Context: an optimization exercise on an open-source flow, tuned for small area. The choices shown serve that exercise and are no tape-out recipe.
In this exercise RTL edits were held to simulation tests only and were not proved equivalent to the original.
No activity file was given, so power comes from the tool's default toggle rates.

old:
// hw_sensor_regbank
module hw_sensor_regbank
#(
  parameter int P_NO_CH            = 8,
  parameter int P_SIGNED           = 0,
  parameter int P_S_AXI_ADDR_WIDTH = 10,
  parameter int P_S_AXI_DATA_WIDTH = 32
) (
  input  logic                          clk,
  input  logic                          reset,
  input  logic                          sample_valid,
  input  logic [P_NO_CH-1:0][31:0]      sensor_info,
  input  logic [P_S_AXI_ADDR_WIDTH-1:0] s_apb_paddr,
  input  logic                          s_apb_pwrite,
  input  logic                          s_apb_psel,
  input  logic                          s_apb_penable,
  input  logic [P_S_AXI_DATA_WIDTH-1:0] s_apb_pwdata,
  output logic [P_S_AXI_DATA_WIDTH-1:0] s_apb_prdata,
  output logic                          s_apb_pready,
  output logic                          s_apb_pslverr,
  output logic                          irq
);
  localparam logic [31:0] LP_INV = hw_sensor_pkg::LP_INV;
  logic [2:0] w_idx;
  logic       w_val, w_hi, w_lo, w_min, w_max, w_blk;
  logic       w_alarm, w_irqen, w_ctrl, w_info;
  logic       w_err, w_wr, w_access;
  assign w_idx   = s_apb_paddr[4:2];
  assign w_val   = s_apb_paddr[9:5] == 5'b00000;
  assign w_hi    = s_apb_paddr[9:5] == 5'b01000;
  assign w_lo    = s_apb_paddr[9:5] == 5'b01100;
  assign w_min   = s_apb_paddr[9:5] == 5'b10100;
  assign w_max   = s_apb_paddr[9:5] == 5'b11000;
  assign w_blk   = s_apb_paddr[9:4] == 6'b100000;
  assign w_alarm = w_blk & (s_apb_paddr[3:2] == 2'd0);
  assign w_irqen = w_blk & (s_apb_paddr[3:2] == 2'd1);
  assign w_ctrl  = w_blk & (s_apb_paddr[3:2] == 2'd2);
  assign w_info  = w_blk & (s_apb_paddr[3:2] == 2'd3);
  assign w_err    = ~(w_val | w_hi | w_lo | w_min | w_max | w_blk) |
                    (s_apb_pwrite & (w_val | w_min | w_max | w_info));
  assign w_access = s_apb_psel & s_apb_penable;
  assign w_wr     = w_access & s_apb_pwrite & ~w_err;
  logic               r_pend;       
  logic               r_snap_vld;   
  logic               r_mm_vld;     
  logic [P_NO_CH-1:0] r_hi_vld, r_lo_vld;
  logic [P_NO_CH-1:0] r_alarm, r_irq_en;
  logic               r_freeze, r_irq;
  logic [31:0]        r_rd_cap;     
  logic               w_sample, w_clr_minmax;
  logic [P_NO_CH-1:0] w_hi_we, w_lo_we, w_alarm_set, w_min_take, w_max_take;
  logic [31:0]        w_wdata_st;
  ...
Size: ~6200 cells after synthesis, roughly 1300 flip-flops, ~340 I/O pins, about 64000 um^2 of cells after synthesis.
export LEC_CHECK = 0
export CAP_MARGIN = 0
export CORE_MARGIN = 2
export CORE_UTILIZATION = 60
export PLACE_DENSITY = 0.7
export SETUP_SLACK_MARGIN = 0.45
export SLEW_MARGIN = 0
export SYNTH_HIERARCHICAL = 1
export SYNTH_MINIMUM_KEEP_SIZE = 0
create_clock -name core_clock -period 6.0 [get_ports {clk}]
standard.sh (not shown) runs the stock make flow with config.mk's settings and CLKGATE_MAP_FILE= SYNTH_SCRIPT=/design/flow/synth_recipe.tcl, a recipe that flattens the netlist after the stock synthesis.
==> flow/flow/run.sh <==
#!/bin/bash
# The standard layout (standard.sh, unchanged synthesis), with two
# placement/CTS arguments changed:
#  - input and output ports are buffered with buf_1 cells
#  - CTS uses clkbuf_4 in clusters of up to 8 sinks within 40 um, and
#    inserts no dummy loads
# make's full output goes to make.log here; ORFS keeps each step's log under
# orfs/logs as usual.
set -euo pipefail
bash standard.sh \
  "BUFFER_PORTS_ARGS=-buffer_cell sky130_fd_sc_hd__buf_1" \
  "CTS_ARGS=-sink_clustering_enable -repair_clock_nets -dont_use_dummy_load -buf_list sky130_fd_sc_hd__clkbuf_4 -sink_clustering_size 8 -sink_clustering_max_diameter 40" \
  finish > make.log 2>&1
old: no failed stages, no open violations at the end
## Diff of input files: new against old
Settings: PLACE_DENSITY changed from 0.7 to 0.65; CORE_UTILIZATION changed from 60 to 55; SETUP_SLACK_MARGIN changed from 0.45 to 0.3.
--- outcome ---
Taking old as the reference, in new number of well taps increased by 121 relative to the old numbers, cell depth of the worst setup path shows an increase of 1, sequential power share dropped 0.2 points, final area moved up.

---

== v6 ==
hw_sensor_regbank again, from the RTL that the note above started with.
==> flow/design.v (excerpt) <==
module hw_sensor_regbank
#(
  parameter int P_NO_CH            = 8,
  parameter int P_SIGNED           = 0,
  parameter int P_S_AXI_ADDR_WIDTH = 10,
  parameter int P_S_AXI_DATA_WIDTH = 32
) (
  input  logic                          clk,
  input  logic                          reset,
  input  logic                          sample_valid,
  input  logic [P_NO_CH-1:0][31:0]      sensor_info,
  input  logic [P_S_AXI_ADDR_WIDTH-1:0] s_apb_paddr,
  input  logic                          s_apb_pwrite,
  input  logic                          s_apb_psel,
  input  logic                          s_apb_penable,
  input  logic [P_S_AXI_DATA_WIDTH-1:0] s_apb_pwdata,
  output logic [P_S_AXI_DATA_WIDTH-1:0] s_apb_prdata,
  output logic                          s_apb_pready,
  output logic                          s_apb_pslverr,
  output logic                          irq
);
==> flow/config.mk <==
export PLATFORM = sky130hd
export DESIGN_NAME = hw_sensor_regbank
export DESIGN_NICKNAME = hw_sensor_regbank
export VERILOG_FILES = /design/flow/design.v
export SDC_FILE = /design/flow/constraint.sdc
export NUM_CORES = 4
export LEC_CHECK = 0
export CAP_MARGIN = 0
export CORE_MARGIN = 2
export CORE_UTILIZATION = 65
export PLACE_DENSITY = 0.75
export SETUP_SLACK_MARGIN = 0.5
export SLEW_MARGIN = 0
export SYNTH_HIERARCHICAL = 1
export SYNTH_MINIMUM_KEEP_SIZE = 0
==> flow/constraint.sdc <==
create_clock -name core_clock -period 6.0 [get_ports {clk}]
set_input_delay 1.2000 -clock core_clock [delete_from_list [all_inputs] [get_ports {clk}]]
set_output_delay 1.2000 -clock core_clock [all_outputs]
set_load 0.01 [all_outputs]
Scripts as last shown in full above: flow/flow/run.sh
v6 | stages: all done | timing, DRC, antenna: all pass
Setup changes, v6 to v7
# v6
export LEC_CHECK = 0
export CAP_MARGIN = 0
export CORE_MARGIN = 2
export CORE_UTILIZATION = 65
export PLACE_DENSITY = 0.75
export SETUP_SLACK_MARGIN = 0.5
export SLEW_MARGIN = 0
export SYNTH_HIERARCHICAL = 1
export SYNTH_MINIMUM_KEEP_SIZE = 0
create_clock -name core_clock -period 6.0 [get_ports {clk}]
# v7
export LEC_CHECK = 0
export CAP_MARGIN = 0
export CORE_MARGIN = 2
export CORE_UTILIZATION = 65
export PLACE_DENSITY = 0.75
export SETUP_SLACK_MARGIN = 0.3
export SLEW_MARGIN = 0
export SYNTH_HIERARCHICAL = 1
export SYNTH_MINIMUM_KEEP_SIZE = 0
create_clock -name core_clock -period 6.0 [get_ports {clk}]
Notes after the runs:
v7 went all the way through the flow, and no timing, DRC or antenna check failed.
Compared with v6, final instance area in v7 decreased slightly.
In the flow results for v6 and v7, the worst hold slack is larger on v6.
Measured against each other, v6 and v7 differ in number of instances resized during post-cts repair, the lower figure coming from v7.
Comparing v6 with v7, the power density over cell area came out essentially unchanged.

[static timing again, ports no longer ideal]
In the flow no input, the clock included, has a driving cell. The finished layouts below were timed again as built, in two steps.
Step 1 (the two cells are an assumption about what drives the block):
set clk [get_ports {clk}]
set_driving_cell -lib_cell sky130_fd_sc_hd__clkbuf_16 $clk
set_driving_cell -lib_cell sky130_fd_sc_hd__buf_2 [delete_from_list [all_inputs] $clk]
Step 2 moves the port delays by t, midway between the first and last clock arrival at a register: inputs arrive t later, outputs are due t later. That takes back most of the time a late clock gives input paths.
a / b / c = no drivers / after step 1 / after step 2; a / b = the first two.
run	shift t [ns]	slack for setup (ns)	worst hold slack (ns)	worst setup path at the end
old	1.244	0.349 / 0.305 / 0.349	0.144 / 0.088 / 0.496	register to register
new	1.324	0.177 / 0.177 / 0.177	0.077 / 0.024 / 0.481	register to register
v6	1.259	0.351 / 0.351 / 0.351	0.117 / 0.073 / 0.480	register to register
v7	1.272	0.057 / 0.057 / 0.057	0.110 / 0.066 / 0.491	register to register
After both steps setup and hold are still met in every run listed.
